Context: an optimization exercise on an open-source flow, tuned for small area, a short achievable clock period and few clock cycles per item. The choices shown serve that exercise and are no tape-out recipe. Function was checked by simulation only, so behaviour that the tests miss may differ from the original. Power and IR drop assume default switching activity.

==> v15 <==
## sudoku_top
module sudoku_top (
    input  logic       clk,
    input  logic       rst,
    output logic       rom_rd_o,
    output logic [6:0] rom_addr_o,
    input  logic [7:0] rom_data_i,
    output logic       ram_ce_o,
    output logic       ram_we_n_o,
    output logic [6:0] ram_addr_o,
    output logic [7:0] ram_data_o,
    output logic       done_o
);
make LEC_CHECK=0 CAP_MARGIN=20 CELL_PAD_IN_SITES_DETAIL_PLACEMENT=1 CELL_PAD_IN_SITES_GLOBAL_PLACEMENT=2 CORE_MARGIN=2 CORE_UTILIZATION=18 PLACE_DENSITY=0.3 SETUP_SLACK_MARGIN=0.3 SLEW_MARGIN=20 finish   # period 12.5 ns
run.sh (not shown) runs the stock make flow with config.mk's settings and CLKGATE_MAP_FILE= SYNTH_SCRIPT=/design/flow/synth_recipe.tcl, a recipe that flattens the netlist after the stock synthesis.
==> v4 (differences from v15) <==
--- a/flow/design.v
+++ b/flow/design.v
@@ -39,28 +39,32 @@
     endfunction
     logic          start_q, load_q, solve_q, done_q;
     logic [1:0]    ph_q;                     
     logic [6:0]    cnt_q;
     logic [8:0]    lrow_q, lcol_q;           
     logic [80:0]   rm_q, cm_q, bm_q;         
     logic [80:0]   filled_q;
-    logic [SD*11-1:0] stk_q;                 
+    logic [10:0]   top_q;                    
+    logic [(SD-1)*11-1:0] stk_q;             
+    logic [5:0]    sp_q;                     
+    logic [5:0]    rp_q;                     
     logic          bt_q;                     
     logic          pend_q;                   
     logic [10:0]   pend_ent_q;
     logic          wr_q;
     logic [6:0]    wa_q;
     logic [3:0]    wd_q;
     logic [N-1:0]  q_single_q;               
     logic [80:0]   q_buq_q;                  
-    logic          q_dead_q;
+    logic [8:0]    q_dead_q;                 
     logic [6:0]    p_idx_q, p2_idx_q;        
     logic [8:0]    p_row_q, p_col_q, p_box_q;
     logic [8:0]    p2_row_q, p2_col_q, p2_box_q;
     logic          p_ok2_q;                  
+    logic          p_dead_q;
     logic [N*9-1:0] cand;
     logic [N-1:0]   empty, dead_cell, one;
     always_comb begin
         for (int i = 0; i < N; i++) begin
             logic [8:0] c;
             logic [2:0] a3, t3;
             empty[i] = ~filled_q[i];
@@ -102,28 +106,32 @@
                 t1 = rt_two[(((k/3)*3+1)*3 + k%3)*9+d];
                 t2 = rt_two[(((k/3)*3+2)*3 + k%3)*9+d];
                 b_none[k*9+d] = ~(a0 | a1 | a2);
                 b_two[k*9+d]  = t0 | t1 | t2 | (a0 & a1) | (a0 & a2) | (a1 & a2);
             end
         end
     end
-    logic dead;
-    assign dead = |dead_cell | |(r_none & ~rm_q) | |(b_none & ~bm_q);
+    logic [8:0] dead_part;
+    always_comb begin
+        for (int k = 0; k < 9; k++)
+            dead_part[k] = |dead_cell[k*9 +: 9] | |(r_none[k*9 +: 9] & ~rm_q[k*9 +: 9])
+                         | |(b_none[k*9 +: 9] & ~bm_q[k*9 +: 9]);
+    end
     logic [80:0]  b_uq;
     logic [N-1:0] single;
     assign b_uq = ~b_two;
     always_comb begin
         for (int i = 0; i < N; i++) begin
             single[i] = one[i] | |(cand[i*9 +: 9] & b_uq[cb(i)*9 +: 9]);
         end
     end
     always_ff @(posedge clk) begin
         q_single_q <= single;
         q_buq_q    <= b_uq;
-        q_dead_q   <= dead;
+        q_dead_q   <= dead_part;
     end
     function automatic logic [33:0] lowest_cell(input logic [N-1:0] v);
         logic [8:0] rany, rseen, row, col, box;
         logic [6:0] idx;
         logic [N-1:0] f;
         for (int r = 0; r < 9; r++) rany[r] = |v[r*9 +: 9];
         rseen[0] = 1'b0;
@@ -185,66 +193,85 @@
     assign ls = highest_cell(q_single_q);    
     assign f1 = any_single ? fs : fe;
     assign ok2 = any_single & ~(|(fs[26:18] & ls[26:18]) | |(fs[17:9] & ls[17:9]) | |(fs[8:0] & ls[8:0]));
     always_ff @(posedge clk) begin
         {p_idx_q, p_row_q, p_col_q, p_box_q}     <= f1;
         {p2_idx_q, p2_row_q, p2_col_q, p2_box_q} <= ls;
         p_ok2_q <= ok2;
+        p_dead_q <= |q_dead_q;
     end
     logic [6:0]   tcell;
     logic [3:0]   tdig;
-    logic [N-1:0] tdec;
-    logic [8:0]   t_row, t_col, t_box, t_old_oh, t_above;
-    assign tcell = stk_q[10:4];
-    assign tdig  = stk_q[3:0];
+    logic [8:0]   t_row, t_col, t_box, t_old_oh, t_above, t_used, t_vec, t_new_oh;
+    logic [3:0]   t_new;
+    assign tcell = top_q[10:4];
+    assign tdig  = top_q[3:0];
     always_comb begin
         t_row = '0;
         t_col = '0;
         t_box = '0;
         for (int i = 0; i < N; i++) begin
-            tdec[i] = (tcell == 7'(i));
-            t_row[cr(i)] = t_row[cr(i)] | tdec[i];
-            t_col[cc(i)] = t_col[cc(i)] | tdec[i];
-            t_box[cb(i)] = t_box[cb(i)] | tdec[i];
+            t_row[cr(i)] = t_row[cr(i)] | (tcell == 7'(i));
+            t_col[cc(i)] = t_col[cc(i)] | (tcell == 7'(i));
+            t_box[cb(i)] = t_box[cb(i)] | (tcell == 7'(i));
+        end
+        t_used = '0;
+        for (int k = 0; k < 9; k++) begin
+            t_used = t_used | (rm_q[k*9 +: 9] & {9{t_row[k]}}) | (cm_q[k*9 +: 9] & {9{t_col[k]}})
+                            | (bm_q[k*9 +: 9] & {9{t_box[k]}});
         end
         for (int d = 0; d < 9; d++) begin
             t_above[d]  = (4'(d + 1) > tdig);
             t_old_oh[d] = (tdig == 4'(d + 1));
         end
+        t_vec    = ~t_used & t_above;
+        t_new_oh = t_vec & ~(t_vec - 9'd1);
+        t_new    = '0;
+        for (int d = 0; d < 9; d++) t_new = t_new | (4'(d + 1) & {4{t_new_oh[d]}});
+    end
+    logic [8:0] t_row_q, t_col_q, t_box_q, t_old_oh_q, t_new_oh_q;
+    logic [3:0] t_new_q;
+    logic       t_retry_q;
+    always_ff @(posedge clk) begin
+        t_row_q    <= t_row;
+        t_col_q    <= t_col;
+        t_box_q    <= t_box;
+        t_old_oh_q <= t_old_oh;
+        t_new_oh_q <= t_new_oh;
+        t_new_q    <= t_new;
+        t_retry_q  <= |t_vec;
     end
-    logic       upd, do_place, do_place2, do_bt;
+    logic       upd, do_place, do_place2, do_bt, retry;
     assign upd       = solve_q & (ph_q == 2'd2);
-    assign do_bt     = upd & (q_dead_q | bt_q);
+    assign do_bt     = upd & (p_dead_q | bt_q);
     assign do_place  = upd & ~do_bt;
     assign do_place2 = do_place & p_ok2_q;
-    logic [8:0]   h_row, h_col, h_box;
+    assign retry     = t_retry_q;
     logic [8:0]   h_used, h_uq, h_cand, h_hs, h_vec, h_oh;
     logic [3:0]   h_dig;
-    logic [N-1:0] p_first;
-    assign h_row = do_bt ? t_row : p_row_q;
-    assign h_col = do_bt ? t_col : p_col_q;
-    assign h_box = do_bt ? t_box : p_box_q;
+    logic [N-1:0] p_first, t_first;
     always_comb begin
         h_used = '0;
         h_uq   = '0;
         for (int k = 0; k < 9; k++) begin
-            h_used = h_used | (rm_q[k*9 +: 9] & {9{h_row[k]}}) | (cm_q[k*9 +: 9] & {9{h_col[k]}})
-                            | (bm_q[k*9 +: 9] & {9{h_box[k]}});
+            h_used = h_used | (rm_q[k*9 +: 9] & {9{p_row_q[k]}}) | (cm_q[k*9 +: 9] & {9{p_col_q[k]}})
+                            | (bm_q[k*9 +: 9] & {9{p_box_q[k]}});
             h_uq   = h_uq | (q_buq_q[k*9 +: 9] & {9{p_box_q[k]}});
         end
         h_cand = ~h_used;
         h_hs   = h_cand & h_uq;
-        h_vec  = do_bt ? (h_cand & t_above) : (|h_hs ? h_hs : h_cand);
+        h_vec  = |h_hs ? h_hs : h_cand;
         h_oh   = h_vec & ~(h_vec - 9'd1);
         h_dig  = '0;
         for (int d = 0; d < 9; d++) h_dig = h_dig | (4'(d + 1) & {4{h_oh[d]}});
-        for (int i = 0; i < N; i++) p_first[i] = p_row_q[cr(i)] & p_col_q[cc(i)];
+        for (int i = 0; i < N; i++) begin
+            p_first[i] = p_row_q[cr(i)] & p_col_q[cc(i)];
+            t_first[i] = t_row_q[cr(i)] & t_col_q[cc(i)];
+        end
     end
-    logic retry;
-    assign retry = |h_vec;
     logic [8:0]   h2_used, h2_uq, h2_cand, h2_hs, h2_vec, h2_oh;
     logic [3:0]   h2_dig;
     logic [N-1:0] p2_first;
     always_comb begin
         h2_used = '0;
         h2_uq   = '0;
         for (int k = 0; k < 9; k++) begin
@@ -278,30 +305,36 @@
     always_comb begin
         if (load_q) begin
             u_row = lrow_q;
             u_col = lcol_q;
             u_box = lbox;
             u_clr = '0;
             u_set = rom_oh;
-        end else if (upd) begin
-            u_row = h_row;
-            u_col = h_col;
-            u_box = h_box;
-            u_clr = do_bt ? t_old_oh : 9'd0;
+        end else if (do_place) begin
+            u_row = p_row_q;
+            u_col = p_col_q;
+            u_box = p_box_q;
+            u_clr = '0;
             u_set = h_oh;
+        end else if (do_bt) begin
+            u_row = t_row_q;
+            u_col = t_col_q;
+            u_box = t_box_q;
+            u_clr = t_old_oh_q;
+            u_set = t_new_oh_q;
         end else begin
             u_row = '0;
             u_col = '0;
             u_box = '0;
             u_clr = '0;
             u_set = '0;
         end
     end
-    always_ff @(posedge clk or posedge rst) begin
-        if (rst) begin
+    always_ff @(posedge clk) begin
+        if (start_q) begin
             rm_q <= '0;
             cm_q <= '0;
             bm_q <= '0;
         end else begin
             for (int k = 0; k < 9; k++) begin
                 if (u_row[k])      rm_q[k*9 +: 9] <= (rm_q[k*9 +: 9] & ~u_clr) | u_set;
                 else if (v_row[k]) rm_q[k*9 +: 9] <= rm_q[k*9 +: 9] | h2_oh;
@@ -314,25 +347,40 @@
     end
     always_ff @(posedge clk) begin
         if (load_q) begin
             filled_q <= {|rom_dig, filled_q[80:1]};
         end else if (do_place) begin
             filled_q <= filled_q | p_first | (p2_first & {N{p_ok2_q}});
         end else if (do_bt && !retry) begin
-            filled_q <= filled_q & ~tdec;
+            filled_q <= filled_q & ~t_first;
         end
     end
     always_ff @(posedge clk) begin
+        for (int e = 0; e < SD - 1; e++) begin
+            if ((do_place || pend_q) && sp_q == 6'(e)) stk_q[e*11 +: 11] <= top_q;
+        end
         if (do_place) begin
-            stk_q <= {stk_q[(SD-1)*11-1:0], p_idx_q, h_dig};
+            top_q <= {p_idx_q, h_dig};
         end else if (pend_q) begin
-            stk_q <= {stk_q[(SD-1)*11-1:0], pend_ent_q};
+            top_q <= pend_ent_q;
         end else if (do_bt) begin
-            if (retry) stk_q[3:0] <= h_dig;
-            else       stk_q <= {11'd0, stk_q[SD*11-1:11]};
+            if (retry) top_q[3:0] <= t_new_q;
+            else       top_q <= stk_q[rp_q*11 +: 11];
+        end
+    end
+    always_ff @(posedge clk or posedge rst) begin
+        if (rst) begin
+            sp_q <= '0;
+            rp_q <= '1;
+        end else if (do_place || pend_q) begin
+            sp_q <= sp_q + 6'd1;
+            rp_q <= sp_q;
+        end else if (do_bt && !retry) begin
+            sp_q <= rp_q;
+            rp_q <= rp_q - 6'd1;
         end
     end
     always_ff @(posedge clk or posedge rst) begin
         if (rst) begin
             start_q    <= 1'b1;
             load_q     <= 1'b0;
             solve_q    <= 1'b0;
@@ -388,16 +436,17 @@
                         wa_q       <= p_idx_q;
                         wd_q       <= h_dig;
                     end else if (retry) begin
                         ph_q <= 2'd0;
                         bt_q <= 1'b0;
                         wr_q <= 1'b1;
                         wa_q <= tcell;
-                        wd_q <= h_dig;
+                        wd_q <= t_new_q;
                     end else begin
+                        ph_q <= 2'd1;
                         bt_q <= 1'b1;
                         wr_q <= 1'b0;
                     end
                 end
             endcase
         end
     end
CORE_UTILIZATION = 20   (was 18)
==> v35 (differences from v15) <==
--- a/flow/design.v
+++ b/flow/design.v
@@ -188,63 +188,81 @@
     always_ff @(posedge clk) begin
         {p_idx_q, p_row_q, p_col_q, p_box_q}     <= f1;
         {p2_idx_q, p2_row_q, p2_col_q, p2_box_q} <= ls;
         p_ok2_q <= ok2;
     end
     logic [6:0]   tcell;
     logic [3:0]   tdig;
-    logic [N-1:0] tdec;
-    logic [8:0]   t_row, t_col, t_box, t_old_oh, t_above;
+    logic [8:0]   t_row, t_col, t_box, t_old_oh, t_above, t_used, t_vec, t_new_oh;
+    logic [3:0]   t_new;
     assign tcell = stk_q[10:4];
     assign tdig  = stk_q[3:0];
     always_comb begin
         t_row = '0;
         t_col = '0;
         t_box = '0;
         for (int i = 0; i < N; i++) begin
-            tdec[i] = (tcell == 7'(i));
-            t_row[cr(i)] = t_row[cr(i)] | tdec[i];
-            t_col[cc(i)] = t_col[cc(i)] | tdec[i];
-            t_box[cb(i)] = t_box[cb(i)] | tdec[i];
+            t_row[cr(i)] = t_row[cr(i)] | (tcell == 7'(i));
+            t_col[cc(i)] = t_col[cc(i)] | (tcell == 7'(i));
+            t_box[cb(i)] = t_box[cb(i)] | (tcell == 7'(i));
+        end
+        t_used = '0;
+        for (int k = 0; k < 9; k++) begin
+            t_used = t_used | (rm_q[k*9 +: 9] & {9{t_row[k]}}) | (cm_q[k*9 +: 9] & {9{t_col[k]}})
+                            | (bm_q[k*9 +: 9] & {9{t_box[k]}});
         end
         for (int d = 0; d < 9; d++) begin
             t_above[d]  = (4'(d + 1) > tdig);
             t_old_oh[d] = (tdig == 4'(d + 1));
         end
+        t_vec    = ~t_used & t_above;
+        t_new_oh = t_vec & ~(t_vec - 9'd1);
+        t_new    = '0;
+        for (int d = 0; d < 9; d++) t_new = t_new | (4'(d + 1) & {4{t_new_oh[d]}});
+    end
+    logic [8:0] t_row_q, t_col_q, t_box_q, t_old_oh_q, t_new_oh_q;
+    logic [3:0] t_new_q;
+    logic       t_retry_q;
+    always_ff @(posedge clk) begin
+        t_row_q    <= t_row;
+        t_col_q    <= t_col;
+        t_box_q    <= t_box;
+        t_old_oh_q <= t_old_oh;
+        t_new_oh_q <= t_new_oh;
+        t_new_q    <= t_new;
+        t_retry_q  <= |t_vec;
     end
-    logic       upd, do_place, do_place2, do_bt;
+    logic       upd, do_place, do_place2, do_bt, retry;
     assign upd       = solve_q & (ph_q == 2'd2);
     assign do_bt     = upd & (q_dead_q | bt_q);
     assign do_place  = upd & ~do_bt;
     assign do_place2 = do_place & p_ok2_q;
-    logic [8:0]   h_row, h_col, h_box;
+    assign retry     = t_retry_q;
     logic [8:0]   h_used, h_uq, h_cand, h_hs, h_vec, h_oh;
     logic [3:0]   h_dig;
-    logic [N-1:0] p_first;
-    assign h_row = do_bt ? t_row : p_row_q;
-    assign h_col = do_bt ? t_col : p_col_q;
-    assign h_box = do_bt ? t_box : p_box_q;
+    logic [N-1:0] p_first, t_first;
     always_comb begin
         h_used = '0;
         h_uq   = '0;
         for (int k = 0; k < 9; k++) begin
-            h_used = h_used | (rm_q[k*9 +: 9] & {9{h_row[k]}}) | (cm_q[k*9 +: 9] & {9{h_col[k]}})
-                            | (bm_q[k*9 +: 9] & {9{h_box[k]}});
+            h_used = h_used | (rm_q[k*9 +: 9] & {9{p_row_q[k]}}) | (cm_q[k*9 +: 9] & {9{p_col_q[k]}})
+                            | (bm_q[k*9 +: 9] & {9{p_box_q[k]}});
             h_uq   = h_uq | (q_buq_q[k*9 +: 9] & {9{p_box_q[k]}});
         end
         h_cand = ~h_used;
         h_hs   = h_cand & h_uq;
-        h_vec  = do_bt ? (h_cand & t_above) : (|h_hs ? h_hs : h_cand);
+        h_vec  = |h_hs ? h_hs : h_cand;
         h_oh   = h_vec & ~(h_vec - 9'd1);
         h_dig  = '0;
         for (int d = 0; d < 9; d++) h_dig = h_dig | (4'(d + 1) & {4{h_oh[d]}});
-        for (int i = 0; i < N; i++) p_first[i] = p_row_q[cr(i)] & p_col_q[cc(i)];
+        for (int i = 0; i < N; i++) begin
+            p_first[i] = p_row_q[cr(i)] & p_col_q[cc(i)];
+            t_first[i] = t_row_q[cr(i)] & t_col_q[cc(i)];
+        end
     end
-    logic retry;
-    assign retry = |h_vec;
     logic [8:0]   h2_used, h2_uq, h2_cand, h2_hs, h2_vec, h2_oh;
     logic [3:0]   h2_dig;
     logic [N-1:0] p2_first;
     always_comb begin
         h2_used = '0;
         h2_uq   = '0;
         for (int k = 0; k < 9; k++) begin
@@ -278,30 +296,36 @@
     always_comb begin
         if (load_q) begin
             u_row = lrow_q;
             u_col = lcol_q;
             u_box = lbox;
             u_clr = '0;
             u_set = rom_oh;
-        end else if (upd) begin
-            u_row = h_row;
-            u_col = h_col;
-            u_box = h_box;
-            u_clr = do_bt ? t_old_oh : 9'd0;
+        end else if (do_place) begin
+            u_row = p_row_q;
+            u_col = p_col_q;
+            u_box = p_box_q;
+            u_clr = '0;
             u_set = h_oh;
+        end else if (do_bt) begin
+            u_row = t_row_q;
+            u_col = t_col_q;
+            u_box = t_box_q;
+            u_clr = t_old_oh_q;
+            u_set = t_new_oh_q;
         end else begin
             u_row = '0;
             u_col = '0;
             u_box = '0;
             u_clr = '0;
             u_set = '0;
         end
     end
-    always_ff @(posedge clk or posedge rst) begin
-        if (rst) begin
+    always_ff @(posedge clk) begin
+        if (start_q) begin
             rm_q <= '0;
             cm_q <= '0;
             bm_q <= '0;
         end else begin
             for (int k = 0; k < 9; k++) begin
                 if (u_row[k])      rm_q[k*9 +: 9] <= (rm_q[k*9 +: 9] & ~u_clr) | u_set;
                 else if (v_row[k]) rm_q[k*9 +: 9] <= rm_q[k*9 +: 9] | h2_oh;
@@ -314,24 +338,24 @@
     end
     always_ff @(posedge clk) begin
         if (load_q) begin
             filled_q <= {|rom_dig, filled_q[80:1]};
         end else if (do_place) begin
             filled_q <= filled_q | p_first | (p2_first & {N{p_ok2_q}});
         end else if (do_bt && !retry) begin
-            filled_q <= filled_q & ~tdec;
+            filled_q <= filled_q & ~t_first;
         end
     end
     always_ff @(posedge clk) begin
         if (do_place) begin
             stk_q <= {stk_q[(SD-1)*11-1:0], p_idx_q, h_dig};
         end else if (pend_q) begin
             stk_q <= {stk_q[(SD-1)*11-1:0], pend_ent_q};
         end else if (do_bt) begin
-            if (retry) stk_q[3:0] <= h_dig;
+            if (retry) stk_q[3:0] <= t_new_q;
             else       stk_q <= {11'd0, stk_q[SD*11-1:11]};
         end
     end
     always_ff @(posedge clk or posedge rst) begin
         if (rst) begin
             start_q    <= 1'b1;
             load_q     <= 1'b0;
@@ -388,16 +412,17 @@
                         wa_q       <= p_idx_q;
                         wd_q       <= h_dig;
                     end else if (retry) begin
                         ph_q <= 2'd0;
                         bt_q <= 1'b0;
                         wr_q <= 1'b1;
                         wa_q <= tcell;
-                        wd_q <= h_dig;
+                        wd_q <= t_new_q;
                     end else begin
+                        ph_q <= 2'd1;
                         bt_q <= 1'b1;
                         wr_q <= 1'b0;
                     end
                 end
             endcase
         end
     end
CORE_UTILIZATION = 20   (was 18)
==> comparison table <==
metric	v4	v35	v15
Run status	complete, but fails checks	timing/DRC/antenna clean	timing/DRC/antenna clean
Reasons for failing layout checks	antenna rules	-	-
Std cell rows	250	252	261
Global router's overall resource usage	36.28%	35.81%	33.40%
Number of synthesized register bits	1387	1366	1316
Non-Clock Buffer Area Fraction	6.298%	7.032%	6.995%
Clock-net power	5690 µW	5670 µW	5520 µW
Post-detailed-route via-to-cell ratio	6.436	6.325	5.945
Worst hold slack after final layout	0.4514 ns	0.4848 ns	0.4114 ns
Busiest metal layer after global routing	met1	met2	met2
Clkbuf count	252	254	260
Worst setup path startpoint	p_row_q[7]	bm_q[10]	ph_q[1]
Initial core utilization	20.09%	20.07%	18.08%
Required time at the endpoint of the critical path	13.23 ns	13.06 ns	13.08 ns
Wire per inst	51.72 µm	50.79 µm	50.00 µm
Number of nets with antenna violations after detailed routing	1	0	0
Final worst path period share	49.91%	53.40%	66.57%
Diode count	192	234	340
Maximum single-stage delay on the critical path	0.67 ns	0.92 ns	0.73 ns
Cell-internal power	9250 µW	9086 µW	8313 µW
Synth Area in Compound Gates	22.94%	23.31%	22.01%
Comb power	4090 µW	4120 µW	2160 µW
Global Route met2 Usage	49.88%	48.95%	47.98%
Half-perimeter wire length after detailed placement	664200 µm	680100 µm	682200 µm
Sum of routed wire length over all layers	890000 µm	894900 µm	891300 µm
Crit path to	rm_q[27]	q_dead_q	stk_q[149]
Sequential fraction of total cell area	32.41%	31.18%	31.85%
Number of flip-flops in the largest register	693	704	704
Testbench counts of v15, summed over its fixed seeds: cycles 24,035, puzzles 128.
Testbench counts of v4, summed over its fixed seeds: cycles 24,549, puzzles 128.
Testbench counts of v35, summed over its fixed seeds: cycles 24,549, puzzles 128.

==> separate check: timing with driven ports <==
The flow's constraints put no driver on any port. The routed layouts listed below were extracted and timed again, unchanged, in two steps.
Step 1: set_driving_cell puts a clkbuf_16 on clk and a buf_2 on each other input, an assumption about the parent block.
Step 2 moves the port delays by t, midway between the first and last clock arrival at a register: inputs arrive t later, outputs are due t later. That takes back most of the time a late clock gives input paths.
a / b / c = ideal ports / drivers / drivers and shift; a / b = the first two.
run	shift t [ns]	setup WS [ns]	worst setup path after step 2	worst data-port slew with drivers (ns)
v15	1.035	4.179 / 4.179 / 4.179	register to register	0.03
v4	1.040	6.262 / 6.262 / 6.262	register to register	0.05
v35	1.071	5.826 / 5.826 / 5.826	register to register	0.03
